Source: an optimization exercise on an open RTL-to-GDS flow (aim: a short achievable clock period and few clock cycles per item). Production flows keep margins and buffers that such runs may drop.
The RTL was checked by simulation tests, not by an equivalence proof against the original design.
Power is estimated from default activity; no workload was simulated.

$ cat config.mk
export PLATFORM = sky130hd
export DESIGN_NAME = datapath
export DESIGN_NICKNAME = datapath
export VERILOG_FILES = /design/flow/design.v
export SDC_FILE = /design/flow/constraint.sdc
export NUM_CORES = 4
export LEC_CHECK = 0
export CAP_MARGIN = 20
export CORE_MARGIN = 2
export CORE_UTILIZATION = 35
export GPL_TIMING_DRIVEN = 1
export SETUP_SLACK_MARGIN = 4.8
export SLEW_MARGIN = 20
export TNS_END_PERCENT = 100
$ cat constraint.sdc
create_clock -name core_clock -period 7.5 [get_ports {CLK}]
set_input_delay 1.5000 -clock core_clock [delete_from_list [all_inputs] [get_ports {CLK}]]
set_output_delay 1.5000 -clock core_clock [all_outputs]
set_load 0.01 [all_outputs]
$ cat design.v
`default_nettype none
package cpu_types_pkg;
    typedef logic [31:0] word_t;
    typedef logic [4:0]  reg_addr_t;
    localparam word_t PC_INIT = 32'h0000_0000;
    localparam logic [5:0] OP_RTYPE = 6'h00;
    localparam logic [5:0] OP_J     = 6'h02;
    localparam logic [5:0] OP_BEQ   = 6'h04;
    localparam logic [5:0] OP_BNE   = 6'h05;
    localparam logic [5:0] OP_ADDIU = 6'h09;
    localparam logic [5:0] OP_ORI   = 6'h0d;
    localparam logic [5:0] OP_LUI   = 6'h0f;
    localparam logic [5:0] OP_LW    = 6'h23;
    localparam logic [5:0] OP_SW    = 6'h2b;
    localparam logic [5:0] OP_HALT  = 6'h3f;
    localparam logic [5:0] FN_ADDU = 6'h21;
    localparam logic [5:0] FN_SUBU = 6'h23;
    localparam logic [5:0] FN_AND  = 6'h24;
    localparam logic [5:0] FN_OR   = 6'h25;
    localparam logic [5:0] FN_SLT  = 6'h2a;
endpackage
`default_nettype wire
`timescale 1ns/1ps
`default_nettype none
module register_file
(
    input  logic        CLK,
    input  logic        reset,
    input  logic [31:1] rsel1,     
    input  logic [31:1] rsel2,
    input  logic [4:0]  wsel,
    input  logic        wen,
    input  logic [31:0] wdat,
    output logic [31:0] rdat1,
    output logic [31:0] rdat2
);
    logic [31:0] regs [1:31];
    logic [31:1] written;
    always_ff @(posedge CLK) begin
        if (reset) begin
            written <= '0;
        end else if (wen && wsel != 5'd0) begin
            written[wsel] <= 1'b1;
        end
    end
    always_ff @(posedge CLK) begin
        if (wen && wsel != 5'd0) begin
            regs[wsel] <= wdat;
        end
    end
    always_comb begin
        rdat1 = 32'd0;
        rdat2 = 32'd0;
        for (int i = 1; i < 32; i++) begin
            rdat1 = rdat1 | ({32{rsel1[i] && written[i]}} & regs[i]);
            rdat2 = rdat2 | ({32{rsel2[i] && written[i]}} & regs[i]);
        end
    end
endmodule
`default_nettype wire
`timescale 1ns/1ps
`default_nettype none
module control_unit
(
    input  logic [31:0] instr,
    output logic        uses_rs,
    output logic        uses_rt,
    output logic        reg_write,    
    output logic [4:0]  wsel,
    output logic        alu_src,      
    output logic        zero_a,       
    output logic        op_add,
    output logic        op_sub,
    output logic        op_and,
    output logic        op_or,
    output logic        op_slt,
    output logic        mem_read,
    output logic        mem_write,
    output logic        is_halt,
    output logic        is_jump,
    output logic        is_branch,
    output logic        is_bne,
    output logic        pred_taken,   
    output logic [31:0] imm_ext
);
    logic [5:0]  opcode;
    logic [5:0]  funct;
    logic        rtype, addiu, ori, lui, lw, sw, beq, bne;
    logic        f_addu, f_subu, f_and, f_or, f_slt, r_valid;
    assign opcode = instr[31:26];
    assign funct  = instr[5:0];
    assign rtype  = opcode == cpu_types_pkg::OP_RTYPE;
    assign addiu  = opcode == cpu_types_pkg::OP_ADDIU;
    assign ori    = opcode == cpu_types_pkg::OP_ORI;
    assign lui    = opcode == cpu_types_pkg::OP_LUI;
    assign lw     = opcode == cpu_types_pkg::OP_LW;
    assign sw     = opcode == cpu_types_pkg::OP_SW;
    assign beq    = opcode == cpu_types_pkg::OP_BEQ;
    assign bne    = opcode == cpu_types_pkg::OP_BNE;
    assign f_addu  = rtype && funct == cpu_types_pkg::FN_ADDU;
    assign f_subu  = rtype && funct == cpu_types_pkg::FN_SUBU;
    assign f_and   = rtype && funct == cpu_types_pkg::FN_AND;
    assign f_or    = rtype && funct == cpu_types_pkg::FN_OR;
    assign f_slt   = rtype && funct == cpu_types_pkg::FN_SLT;
    assign r_valid = f_addu || f_subu || f_and || f_or || f_slt;
    assign uses_rs = r_valid || addiu || ori || lw || sw || beq || bne;
    assign uses_rt = r_valid || sw || beq || bne;
    assign wsel      = rtype ? instr[15:11] : instr[20:16];
    assign reg_write = (r_valid || addiu || ori || lui || lw) && wsel != 5'd0;
    assign alu_src   = addiu || ori || lui || lw || sw;
    assign zero_a    = lui;
    assign op_add    = f_addu || f_subu || addiu || lui || lw || sw;
    assign op_sub    = f_subu || f_slt;
    assign op_and    = f_and;
    assign op_or     = f_or || ori;
    assign op_slt    = f_slt;
    assign mem_read  = lw;
    assign mem_write = sw;
    assign is_halt   = opcode == cpu_types_pkg::OP_HALT;
    assign is_jump   = opcode == cpu_types_pkg::OP_J;
    assign is_branch = beq || bne;
    assign is_bne    = bne;
    assign pred_taken = bne || (beq && instr[15]);
    always_comb begin
        if (lui) begin
            imm_ext = {instr[15:0], 16'h0000};
        end else if (ori) begin
            imm_ext = {16'h0000, instr[15:0]};
        end else begin
            imm_ext = {{16{instr[15]}}, instr[15:0]};
        end
    end
endmodule
`default_nettype wire
`timescale 1ns/1ps
`default_nettype none
module fetch_predecode
(
    input  logic [31:0] instr,
    input  logic [31:0] pc,
    input  logic [31:0] pc_plus4,
    output logic        taken,        
    output logic        br_taken,     
    output logic [31:0] target
);
    logic        jump;
    logic        beq;
    logic        bne;
    logic [8:0]  lo;                  
    logic [21:0] hi_inc, hi_dec, hi;
    assign jump  = instr[31:26] == cpu_types_pkg::OP_J;
    assign beq   = instr[31:26] == cpu_types_pkg::OP_BEQ;
    assign bne   = instr[31:26] == cpu_types_pkg::OP_BNE;
    assign br_taken = (bne || (beq && instr[15])) && instr[15:8] == {8{instr[7]}};
    assign taken    = jump || br_taken;
    prefix_add #(.W(8)) lo_adder (
        .a    (pc[9:2]),
        .b    (instr[7:0]),
        .cin  (1'b1),
        .sum  (lo[7:0]),
        .cout (lo[8])
    );
    prefix_add #(.W(22)) hi_inc_adder (
        .a    (pc[31:10]),
        .b    (22'd0),
        .cin  (1'b1),
        .sum  (hi_inc),
        .cout ()
    );
    prefix_add #(.W(22)) hi_dec_adder (
        .a    (pc[31:10]),
        .b    ({22{1'b1}}),
        .cin  (1'b0),
        .sum  (hi_dec),
        .cout ()
    );
    assign hi = ({22{!instr[7] &&  lo[8]}} & hi_inc)        
              | ({22{ instr[7] && !lo[8]}} & hi_dec)        
              | ({22{instr[7] == lo[8]}}   & pc[31:10]);
    assign target = jump ? {pc_plus4[31:28], instr[25:0], 2'b00}
                         : {hi, lo[7:0], 2'b00};
endmodule
`default_nettype wire
`timescale 1ns/1ps
`default_nettype none
module alu
(
    input  logic        op_add,    
    input  logic        op_sub,    
    input  logic        op_and,
    input  logic        op_or,
    input  logic        op_slt,
    input  logic        s_ab,      
    input  logic        s_eb,      
    input  logic        s_ae,      
    input  logic        s_aen,     
    input  logic        s_ee,      
    input  logic [31:0] e,
    input  logic [31:0] a,
    input  logic [31:0] bx,
    output logic [31:0] result
);
    logic [31:0] sum_ab, sum_eb, sum_ae, sum_aen, sum_ee, sum;
    logic [31:0] la, lb;
    logic        lb_sign, lt;
    prefix_add #(.W(32)) add_ab (.a(a), .b(bx),  .cin(op_sub), .sum(sum_ab), .cout());
    prefix_add #(.W(32)) add_eb (.a(e), .b(bx),  .cin(op_sub), .sum(sum_eb), .cout());
    prefix_add #(.W(32)) add_ae (.a(a), .b(e),   .cin(1'b0),   .sum(sum_ae), .cout());
    prefix_add #(.W(32)) add_aen (.a(a), .b(~e), .cin(1'b1),  .sum(sum_aen), .cout());
    assign sum_ee = op_sub ? 32'd0 : {e[30:0], 1'b0};
    assign sum = ({32{s_ab}} & sum_ab)
               | ({32{s_eb}} & sum_eb)
               | ({32{s_ae}} & sum_ae)
               | ({32{s_aen}} & sum_aen)
               | ({32{s_ee}} & sum_ee);
    assign la      = (s_eb || s_ee) ? e : a;
    assign lb      = (s_ae || s_aen || s_ee) ? e : bx;
    assign lb_sign = (s_ae || s_aen || s_ee) ? e[31] : (bx[31] ^ op_sub);
    assign lt      = (la[31] != lb_sign) ? la[31] : sum[31];
    assign result = ({32{op_add}} & sum)
                  | ({32{op_and}} & (la & lb))
                  | ({32{op_or}}  & (la | lb))
                  | {31'd0, op_slt & lt};
endmodule
`default_nettype wire
`timescale 1ns/1ps
`default_nettype none
module prefix_add #(
    parameter int W = 32
) (
    input  logic [W-1:0] a,
    input  logic [W-1:0] b,
    input  logic         cin,
    output logic [W-1:0] sum,
    output logic         cout
);
    localparam int L = (W > 16) ? 5 : (W > 8) ? 4 : (W > 4) ? 3 : (W > 2) ? 2 : 1;
    logic [W-1:0] p0;
    logic [W-1:0] g [0:L];
    logic [W-1:0] p [0:L];
    assign p0   = a ^ b;
    assign g[0] = (a & b) | {{(W-1){1'b0}}, p0[0] & cin};
    assign p[0] = p0;
    for (genvar l = 0; l < L; l++) begin : lvl
        for (genvar i = 0; i < W; i++) begin : bit_
            if (i >= (1 << l)) begin : comb
                assign g[l+1][i] = g[l][i] | (p[l][i] & g[l][i - (1 << l)]);
                assign p[l+1][i] = p[l][i] & p[l][i - (1 << l)];
            end else begin : pass
                assign g[l+1][i] = g[l][i];
                assign p[l+1][i] = p[l][i];
            end
        end
    end
    assign sum  = p0 ^ {g[L][W-2:0], cin};
    assign cout = g[L][W-1];
endmodule
`default_nettype wire
`timescale 1ns/1ps
`default_nettype none
module hazard_unit
(
    input  logic [4:0] id_rs,
    input  logic [4:0] id_rt,
    input  logic       id_uses_rs,
    input  logic       id_uses_rt,
    input  logic       ex_valid,
    input  logic       ex_reg_write,
    input  logic       ex_mem_read,
    input  logic [4:0] ex_wsel,
    input  logic       mem_valid,
    input  logic       mem_reg_write,
    input  logic [4:0] mem_wsel,
    input  logic       wb_valid,
    input  logic       wb_reg_write,
    input  logic [4:0] wb_wsel,
    output logic       load_use,
    output logic       fa_mem,    
    output logic       fa_wb,     
    output logic       fa_rf,     
    output logic       fb_mem,
    output logic       fb_wb,
    output logic       fb_rf
);
    logic ex_rs, ex_rt, mem_rs, mem_rt;
    assign ex_rs  = ex_valid && ex_reg_write && ex_wsel == id_rs;
    assign ex_rt  = ex_valid && ex_reg_write && ex_wsel == id_rt;
    assign mem_rs = mem_valid && mem_reg_write && mem_wsel == id_rs;
    assign mem_rt = mem_valid && mem_reg_write && mem_wsel == id_rt;
    assign load_use = ex_mem_read && ((id_uses_rs && ex_rs) || (id_uses_rt && ex_rt));
    assign fa_mem = ex_rs;
    assign fa_wb  = !ex_rs && mem_rs;
    assign fa_rf  = wb_valid && wb_reg_write && wb_wsel == id_rs;
    assign fb_mem = ex_rt;
    assign fb_wb  = !ex_rt && mem_rt;
    assign fb_rf  = wb_valid && wb_reg_write && wb_wsel == id_rt;
endmodule
`default_nettype wire
`timescale 1ns/1ps
`default_nettype none
module datapath
(
    input  logic        CLK,
    input  logic        reset,
    output logic        imem_valid,
    output logic [31:0] imem_addr,
    input  logic        imem_ready,
    input  logic [31:0] imem_load,
    output logic        dmem_valid,
    output logic        dmem_write,
    output logic [31:0] dmem_addr,
    output logic [31:0] dmem_store,
    input  logic        dmem_ready,
    input  logic [31:0] dmem_load,
    output logic        halt
);
    logic [31:0] pc_q;
    logic        fetch_stop_q;    
    logic        halt_q;
    logic        replay_q;        
    logic        ifid_v;          
    logic        ifid_fail;       
    logic        ifid_pred;       
    logic [31:0] ifid_instr;
    logic [31:1] ifid_rs_oh;      
    logic [31:1] ifid_rt_oh;
    logic [31:0] ifid_pc;
    logic [31:0] ifid_pc4;
    logic        idex_v;
    logic        idex_we;
    logic [4:0]  idex_wsel;
    logic        idex_ld;
    logic        idex_st;
    logic        idex_halt;
    logic        idex_br;         
    logic        idex_flip;       
    logic        idex_add, idex_sub, idex_and, idex_or, idex_slt;
    logic        idex_fa;         
    logic        idex_fb;         
    logic        idex_s_ab;       
    logic        idex_s_eb;       
    logic        idex_s_ae;       
    logic        idex_s_aen;      
    logic        idex_s_ee;       
    logic [31:0] idex_a;
    logic [31:0] idex_b;          
    logic [31:0] idex_bx;         
    logic [31:0] idex_alt;        
    logic [31:0] idex_pc;
    logic        exmem_v;
    logic        exmem_req;       
    logic        exmem_we;
    logic [4:0]  exmem_wsel;
    logic        exmem_ld;
    logic        exmem_st;
    logic [31:0] exmem_alu;
    logic [31:0] exmem_store;
    logic [31:0] exmem_pc;
    logic        memwb_v;
    logic        memwb_we;
    logic [4:0]  memwb_wsel;
    logic [31:0] memwb_res;
    logic [31:0] memwb_pc;
    assign imem_valid = !fetch_stop_q;
    assign imem_addr  = pc_q;
    assign dmem_valid = exmem_req;
    assign dmem_write = exmem_st;
    assign dmem_addr  = exmem_alu;
    assign dmem_store = exmem_store;
    assign halt       = halt_q;
    logic        mem_fail;
    logic [31:0] mem_result;
    assign mem_fail   = exmem_req && !dmem_ready;
    assign mem_result = exmem_ld ? dmem_load : exmem_alu;
    logic [31:0] ex_b, ex_result;
    logic        eq_eb, eq_ae, eq_ab, ex_eq, ex_mispredict;
    assign ex_b  = idex_fb ? exmem_alu : idex_b;
    alu ex_alu (
        .op_add (idex_add),
        .op_sub (idex_sub),
        .op_and (idex_and),
        .op_or  (idex_or),
        .op_slt (idex_slt),
        .s_ab   (idex_s_ab),
        .s_eb   (idex_s_eb),
        .s_ae   (idex_s_ae),
        .s_aen  (idex_s_aen),
        .s_ee   (idex_s_ee),
        .e      (exmem_alu),
        .a      (idex_a),
        .bx     (idex_bx),
        .result (ex_result)
    );
    assign eq_eb = exmem_alu == idex_b;
    assign eq_ae = idex_a == exmem_alu;
    assign eq_ab = idex_a == idex_b;
    always_comb begin
        case ({idex_fa, idex_fb})
            2'b11:   ex_eq = 1'b1;
            2'b10:   ex_eq = eq_eb;
            2'b01:   ex_eq = eq_ae;
            default: ex_eq = eq_ab;
        endcase
    end
    assign ex_mispredict = idex_br && (ex_eq != idex_flip);
    logic        id_uses_rs, id_uses_rt, id_we, id_alu_src, id_zero_a;
    logic        id_add, id_sub, id_and, id_or, id_slt;
    logic        id_ld, id_st, id_halt, id_jump, id_br, id_bne, id_pred;
    logic [4:0]  id_wsel;
    logic [31:0] id_imm;
    logic [4:0]  id_rs, id_rt;
    assign id_rs = ifid_instr[25:21];
    assign id_rt = ifid_instr[20:16];
    control_unit cu (
        .instr      (ifid_instr),
        .uses_rs    (id_uses_rs),
        .uses_rt    (id_uses_rt),
        .reg_write  (id_we),
        .wsel       (id_wsel),
        .alu_src    (id_alu_src),
        .zero_a     (id_zero_a),
        .op_add     (id_add),
        .op_sub     (id_sub),
        .op_and     (id_and),
        .op_or      (id_or),
        .op_slt     (id_slt),
        .mem_read   (id_ld),
        .mem_write  (id_st),
        .is_halt    (id_halt),
        .is_jump    (id_jump),
        .is_branch  (id_br),
        .is_bne     (id_bne),
        .pred_taken (id_pred),
        .imm_ext    (id_imm)
    );
    logic        load_use, fa_mem, fa_wb, fa_rf, fb_mem, fb_wb, fb_rf;
    hazard_unit hz (
        .id_rs         (id_rs),
        .id_rt         (id_rt),
        .id_uses_rs    (id_uses_rs),
        .id_uses_rt    (id_uses_rt),
        .ex_valid      (idex_v),
        .ex_reg_write  (idex_we),
        .ex_mem_read   (idex_ld),
        .ex_wsel       (idex_wsel),
        .mem_valid     (exmem_v),
        .mem_reg_write (exmem_we),
        .mem_wsel      (exmem_wsel),
        .wb_valid      (memwb_v),
        .wb_reg_write  (memwb_we),
        .wb_wsel       (memwb_wsel),
        .load_use      (load_use),
        .fa_mem        (fa_mem),
        .fa_wb         (fa_wb),
        .fa_rf         (fa_rf),
        .fb_mem        (fb_mem),
        .fb_wb         (fb_wb),
        .fb_rf         (fb_rf)
    );
    logic [31:0] rf_a, rf_b, id_a, id_b;
    register_file rf (
        .CLK   (CLK),
        .reset (reset),
        .rsel1 (ifid_rs_oh),
        .rsel2 (ifid_rt_oh),
        .wsel  (memwb_wsel),
        .wen   (memwb_v && memwb_we),
        .wdat  (memwb_res),
        .rdat1 (rf_a),
        .rdat2 (rf_b)
    );
    always_comb begin
        if (id_zero_a) begin
            id_a = 32'd0;
        end else if (fa_wb) begin
            id_a = mem_result;
        end else if (fa_rf) begin
            id_a = memwb_res;
        end else begin
            id_a = rf_a;
        end
        if (fb_wb) begin
            id_b = mem_result;
        end else if (fb_rf) begin
            id_b = memwb_res;
        end else begin
            id_b = rf_b;
        end
    end
    logic        id_stall_raw;  
    logic        id_kill;       
    logic        id_go;         
    logic        id_refetch;
    logic        id_halting;
    logic [31:0] id_br_target;
    assign id_stall_raw = ifid_v && load_use;
    assign id_kill      = replay_q || ex_mispredict;
    assign id_go        = ifid_v && !load_use && !id_kill;
    assign id_refetch   = ifid_fail && !ex_mispredict;
    assign id_halting   = ifid_v && id_halt;
    prefix_add #(.W(30)) br_adder (
        .a    (ifid_pc4[31:2]),
        .b    ({{14{ifid_instr[15]}}, ifid_instr[15:0]}),
        .cin  (1'b0),
        .sum  (id_br_target[31:2]),
        .cout ()
    );
    assign id_br_target[1:0] = ifid_pc4[1:0];
    logic        if_taken;
    logic        if_br_taken;
    logic        if_redirect;
    logic        pc_hold;
    logic [31:0] if_target, pc_plus4, pc_seq, pc_next;
    prefix_add #(.W(30)) pc_inc (
        .a    (pc_q[31:2]),
        .b    (30'd0),
        .cin  (1'b1),
        .sum  (pc_plus4[31:2]),
        .cout ()
    );
    assign pc_plus4[1:0] = pc_q[1:0];
    fetch_predecode pd (
        .instr    (imem_load),
        .pc       (pc_q),
        .pc_plus4 (pc_plus4),
        .taken    (if_taken),
        .br_taken (if_br_taken),
        .target   (if_target)
    );
    assign pc_hold     = id_stall_raw || fetch_stop_q || id_halting;
    assign if_redirect = imem_ready && if_taken && !replay_q && !ifid_fail && !pc_hold;
    always_comb begin
        if (replay_q) begin
            pc_seq = memwb_pc;
        end else if (ifid_fail) begin
            pc_seq = ifid_pc;
        end else if (pc_hold) begin
            pc_seq = pc_q;
        end else begin
            pc_seq = pc_plus4;
        end
        if (ex_mispredict) begin
            pc_next = idex_alt;
        end else if (if_redirect) begin
            pc_next = if_target;
        end else begin
            pc_next = pc_seq;
        end
    end
    always_ff @(posedge CLK) begin
        if (reset) begin
            pc_q <= cpu_types_pkg::PC_INIT;
        end else begin
            pc_q <= pc_next;
        end
    end
    always_ff @(posedge CLK) begin
        if (reset || mem_fail || id_kill || id_refetch || (id_halting && !load_use) || fetch_stop_q) begin
            ifid_v    <= 1'b0;
            ifid_fail <= 1'b0;
        end else if (!id_stall_raw) begin
            ifid_v    <= imem_ready;
            ifid_fail <= !imem_ready;
        end
    end
    always_ff @(posedge CLK) begin
        if (!id_stall_raw) begin
            ifid_pred  <= if_br_taken;
            ifid_instr <= imem_load;
            for (int i = 1; i < 32; i++) begin
                ifid_rs_oh[i] <= imem_load[25:21] == 5'(i);
                ifid_rt_oh[i] <= imem_load[20:16] == 5'(i);
            end
            ifid_pc    <= pc_q;
            ifid_pc4   <= pc_plus4;
        end
    end
    always_ff @(posedge CLK) begin
        if (reset || mem_fail || replay_q) begin
            fetch_stop_q <= 1'b0;
        end else if (id_go && id_halt) begin
            fetch_stop_q <= 1'b1;
        end
    end
    always_ff @(posedge CLK) begin
        idex_v  <= !reset && id_go && !mem_fail;
        idex_br <= !reset && id_go && !mem_fail && id_br;
    end
    always_ff @(posedge CLK) begin
        idex_we    <= id_we;
        idex_wsel  <= id_wsel;
        idex_ld    <= id_ld;
        idex_st    <= id_st;
        idex_halt  <= id_halt;
        idex_flip  <= id_bne ^ ifid_pred;
        idex_add   <= id_add;
        idex_sub   <= id_sub;
        idex_and   <= id_and;
        idex_or    <= id_or;
        idex_slt   <= id_slt;
        idex_fa    <= fa_mem && !id_zero_a;
        idex_fb    <= fb_mem;
        idex_s_ab  <= !(fa_mem && !id_zero_a) && !(fb_mem && !id_alu_src);
        idex_s_eb  <=  (fa_mem && !id_zero_a) && !(fb_mem && !id_alu_src);
        idex_s_ae  <= !(fa_mem && !id_zero_a) &&  (fb_mem && !id_alu_src) && !id_sub;
        idex_s_aen <= !(fa_mem && !id_zero_a) &&  (fb_mem && !id_alu_src) && id_sub;
        idex_s_ee  <=  (fa_mem && !id_zero_a) &&  (fb_mem && !id_alu_src);
        idex_a     <= id_a;
        idex_b     <= id_b;
        idex_bx    <= id_alu_src ? id_imm : (id_sub ? ~id_b : id_b);
        idex_alt   <= ifid_pred ? ifid_pc4 : id_br_target;
        idex_pc    <= ifid_pc;
    end
    always_ff @(posedge CLK) begin
        exmem_v   <= !reset && idex_v && !mem_fail;
        exmem_req <= !reset && idex_v && !mem_fail && (idex_ld || idex_st);
    end
    always_ff @(posedge CLK) begin
        exmem_we    <= idex_we;
        exmem_wsel  <= idex_wsel;
        exmem_ld    <= idex_ld;
        exmem_st    <= idex_st;
        exmem_alu   <= ex_result;
        exmem_store <= ex_b;
        exmem_pc    <= idex_pc;
    end
    always_ff @(posedge CLK) begin
        memwb_v  <= !reset && exmem_v && !mem_fail;
        replay_q <= !reset && mem_fail;
    end
    always_ff @(posedge CLK) begin
        memwb_we   <= exmem_we;
        memwb_wsel <= exmem_wsel;
        memwb_res  <= mem_result;
        memwb_pc   <= exmem_pc;
    end
    always_ff @(posedge CLK) begin
        if (reset) begin
            halt_q <= 1'b0;
        end else if (idex_v && idex_halt && !mem_fail) begin
            halt_q <= 1'b1;
        end
    end
endmodule
`default_nettype wire
$ cat flow/run.sh
#!/bin/bash
# Standard layout, with stronger port buffers and timing repair free to change
# a cell's footprint; make's full output goes to flow_make.log here, and each
# ORFS step keeps its own log under orfs/logs.
set -euo pipefail
bash standard.sh \
    MATCH_CELL_FOOTPRINT=0 \
    "BUFFER_PORTS_ARGS=-buffer_cell sky130_fd_sc_hd__buf_8" \
    SETUP_SLACK_MARGIN=4.8 \
    TNS_END_PERCENT=100 \
    GPL_TIMING_DRIVEN=1 \
    CORE_UTILIZATION=35 \
    finish > flow_make.log 2>&1
$ cat standard.sh
#!/bin/bash
# synth_recipe.tcl (not shown) runs the flow's synth.tcl, then flattens the netlist and writes it again
# the make line also repeats each setting of config.mk as NAME=value (left out here)
make -C /OpenROAD-flow-scripts/flow DESIGN_CONFIG=/design/flow/config.mk WORK_HOME=/design/flow/orfs CLKGATE_MAP_FILE= SYNTH_SCRIPT=/design/flow/synth_recipe.tcl "${@:-finish}"
==> flow_metrics.py <==
metrics = {
    "critical_path": {
        "rrSetupSlack_ns": 4.03,
        "cp_data_required_time_ns": 8.22,
        "path_delay_family": "compound AO/OA/AOI/OAI gates",
        "path_cells": "buf_12 > clkinv_8 > ha_4 > inv_2 > fa_2 > nand2_2 > nand2_2 > a21oi_2 > nor2b_1 > o21a_1 > o21ai_2 > nand2b_1 > a21o_1 > ha_4 > buf_6 > o41ai_4 > and3_1 > mux2i_1 > a21oi_1 > o21ai_1 > a21oi_1 > nor4_1 > a31o_2",
        "slowest_delay_ns": 0.34,
        "crit_arrival_ns": 4.52,
        "worst-path-max-fanout": 5,
        "crit_path_start_kind": "input port",
        "path_class": "input port to flip-flop",
        "slowest_stage": "fa_2",
        "path_buf_inv": 4,
        "end_kind": "flip-flop",
    },
    "global_route": {
        "antenna_found_initial": 16,
        "grt_pass1_vias": 64422,
        "grt_use_total_pct": 32.48,
        "grt-ovfl-total": 0,
        "grt_max_degree": 64,
        "grt_pass1_wl_um": 501100,
    },
    "drt": {
        "ant_nets": 0,
        "drc_errors": 0,
        "drt_iter0_drc": 14445,
        "wirelength_um": 370300,
        "vias_per_cell": 6.982,
        "wl_per_cell_um": 37.53,
        "first_pass_iters": 13,
        "num_vias": 68882,
    },
    "die": {
        "die_area_um2": 217400,
        "initial_utilization_pct": 35.23,
        "core_um2": 212300,
        "die_h_um": 466.3,
        "die_w_um": 466.3,
        "num_io_pins": 168,
        "num_rows": 169,
    },
    "synthesis": {
        "yosys.area_share.simple_pct": 9.947,
        "synth_top_cells_by_count": "1149 x edfxtp_1, 427 x dfxtp_1, 393 x clkbuf_1",
        "synth_cells": 6420,
        "yosysTopAreaCellShare_pct": 46.13,
        "synth.mux.area_fraction_pct": 1.884,
        "ys_seq_area_share_pct": 57.56,
        "yosys.cell_count.top_type": "edfxtp_1",
        "synth_top_family_by_area": "compound AO/OA/AOI/OAI gates",
        "synth_flop_cell": "edfxtp_1",
        "syn_area_per_cell_um2": 11.65,
        "yosysTopAreaCell": "edfxtp_1",
        "syn_area_um2": 74790,
        "synthAdderAreaFrac_pct": 3.158,
        "synth_compound_area_share_pct": 21.20,
        "synthTopCellsByArea": "edfxtp_1 46%, dfxtp_1 11%, a221oi_1 4.0%, a22o_1 4.0%, ha_1 2.9%",
        "synth_cell_type_count": 98,
        "synth_xor_area_share_pct": 2.857,
        "ys_seq_elements": 1576,
        "synth-edff-count": 1149,
        "synthesis.nets": 6672,
        "synthArstFlopShare_pct": 0,
        "yosys_warnings": 15,
    },
    "layout": {
        "final_core_util_pct": 44.91,
        "nets": 7154,
        "fillers": 19124,
        "drive_gt1_share_pct": 26.34,
        "syn2layout_area_growth_pct": 27.49,
    },
    "clock_network": {
        "ctsHtreeMaxLevel": 4,
        "cts_made_buffers": 164,
        "holdBufCountCts": 0,
        "cts_tree": "yes",
        "cts.sinks": 1576,
        "cts_root_buf": "clkbuf_16",
        "insertion_delay_ns": 0.85,
        "cts_buffer_depth": 3,
        "clkTransAtPathRegs_ns": 0.07,
    },
    "timing": {
        "finalCritPeriodShare_pct": 50.70,
        "tightest_slew_ns": 1.307,
        "fmax_mhz": 263.0,
        "setup_violations": 0,
        "hold_violations": 0,
        "period_needed_ns": 3.802,
        "rsz0062_at_grt": "true",
        "finClkSkew_ns": 0.09110,
        "finalMaxSlewViolations": 0,
        "tns_ns": 0,
        "holdWs_ns": 0.3171,
        "relSlewSlack_pct": 11.92,
    },
    "pwr": {
        "ir_worst_vdd_mv": 0.2695,
        "p_clk_share_pct": 44.9,
        "p_int_mw": 14.26,
        "p_sw_mw": 4.243,
        "power_frac_seq_pct": 50.9,
        "power_density_nw_per_um2": 194.0,
        "combPwrFrac_pct": 4.2,
        "p_sw_share_pct": 22.93,
        "leakage_nw": 35.99,
    },
    "outcome": {
        "outcome": "no timing/DRC/antenna violations",
    },
    "place": {
        "place_hpwl_um": 199700,
        "port_buffers": 167,
        "globalplace.congestion": 0.9684,
    },
    "run": {
        "maxCapViolCount": 0,
    },
    "worst_hold_path": {
        "hp-class": "flip-flop to flip-flop",
    },
}
==> what timing repair did <==
| item | CTS | global route |
|---|---|---|
| pin swaps | 268 | 243 |
| setup buffers | 360 | 79 |
| setup endpoints to repair | 1459 | 1054 |
| resized for setup | 868 | 294 |
| gates cloned | 33 | 6 |
==> cell usage in the layout (no fill, tap or decap), drive strengths merged, types with 65 or more instances in the layout <==
master  netlist  layout
a211oi       69      69
a21o         65      65
a21oi       310     310
a221oi      342     342
a222oi       73      73
a22o        340     340
a22oi       280     280
and2         81      83
buf          83     748
clkbuf      393     268
dfxtp       427     427
edfxtp     1149    1149
ha          176     176
inv         165     172
mux2i        80      81
nand2       338     338
nand3       131     131
nand4       177     177
nor2        371     371
nor3        142     142
o211ai       77      77
o21ai       275     275
xnor2       150     150
xor2         94      94
==> through the flow <==
stage,instance area [um^2],setup slack [ns],instances,power [mW]
2_1_floorplan,75820,3.195,6420,9.929
3_3_place_gp,81210,2.492,9075,10.19
3_5_place_dp,81230,2.483,9077,10.19
4_1_cts,93220,3.850,9769,18.42
5_1_grt,95330,3.588,9856,18.88
6_report,95350,3.698,9865,18.50
==> sequential cells by signal (all words and copies together), names as in the netlist, 30 cells and up <==
register     flops
idex_alt        30
memwb_pc        32
exmem_pc        32
ifid_pc4        30
rf.regs        992
rf.written      31
ifid_rt_oh      31
idex_a          32
idex_bx         32
memwb_res       32
exmem_alu       32
idex_pc         32
pc_q            32
ifid_instr      32
ifid_rs_oh      31
exmem_store     32
ifid_pc         32
idex_b          32
==> area by class of cell <==
type                            instances  area, um^2  area share (%)
Timing Repair inverter                  1       7.507        0.007873
Multi-Input combinational cell       4208       33020           34.63
Inverter                              168       720.7          0.7558
Clock inverter                         65       775.7          0.8136
Timing Repair Buffer                  783        9300           9.754
Sequential cell                      1576       43410           45.52
Tap cell                             2821        3530           3.702
Clock buffer                          234        4569           4.792
Antenna cell                            9       22.52         0.02362
==> per-layer routing <==
layer	track usage [%]	wire length (um)	vias up
li1	-	-	26441
met1	41.79	131000	33465
met2	44.94	145800	7068
met3	14.03	63470	1888
met4	19.03	29590	20
met5	0.5709	359	-
==> logic make-up (layout without fill, tap and decap cells) <==
kind of cell / count (synthesis) / after routing
AO/OA/AOI/OAI: 2133 / 2133
flip-flops: 1576 / 1576
AND/OR/NAND/NOR: 1505 / 1512
buffers and inverters: 644 / 1251
XOR/XNOR: 244 / 244
adder cells (fa/ha/maj): 184 / 184
multiplexers: 134 / 135
other: 0 / 9
==> power groups by stage <==
stage / Sequential, mW / Combinational, mW / Clock (mW)
after global placement: 9.63 / 0.563 / 0
final: 9.41 / 0.780 / 8.31
after detailed placement: 9.62 / 0.570 / 0
after floorplan: 9.57 / 0.364 / 0
after global routing: 9.41 / 0.825 / 8.64
after CTS: 9.41 / 0.711 / 8.30
==> worst reg2reg max path, delay by kind of cell, from the launching register on <==
kind	cells	cell delay, ns
AO/OA/AOI/OAI	9	1.38
adder cells (fa/ha/maj)	3	0.72
buffers and inverters	3	0.30
flip-flops	1	0.35
multiplexers	1	0.07
AND/OR/NAND/NOR	6	0.54
==> worst paths after layout <==
check                from  cells past startpoint           end
max reg2reg       pc_q[2]                     22      pc_q[22]
max          imem_load[0]                     23      pc_q[22]
min reg2reg   idex_pc[19]                      0  exmem_pc[19]
min           idex_pc[19]                      0  exmem_pc[19]
Testbench counts, summed over its fixed seeds: cycles 27,022, instrs 25,067.

[static timing again, ports no longer ideal]
In the flow no input, the clock included, has a driving cell. The finished layout below was timed again as built, in two steps.
Step 1, drivers: a clkbuf_16 drives CLK and a buf_2 each remaining input, both assumed.
Step 2, shift: input delay + t, output delay - t, t = (earliest + latest rising clock arrival at the registers) / 2. This alone moves slack from input paths to output paths.
Slacks: no drivers / after step 1 / after step 2; pairs: no drivers / after step 1.
t (ns): 0.905
slack for setup (ns): 3.698 / 3.740 / 2.834
hold WS [ns]: 0.317 / 0.317 / 0.317
worst setup path after step 2: input to register
worst slew at a driven data input, ns: 0.09
After both steps this run still meets setup and hold. For this run, drivers alone change the setup slack by +0.042 ns; drivers and shift together by -0.864 ns.
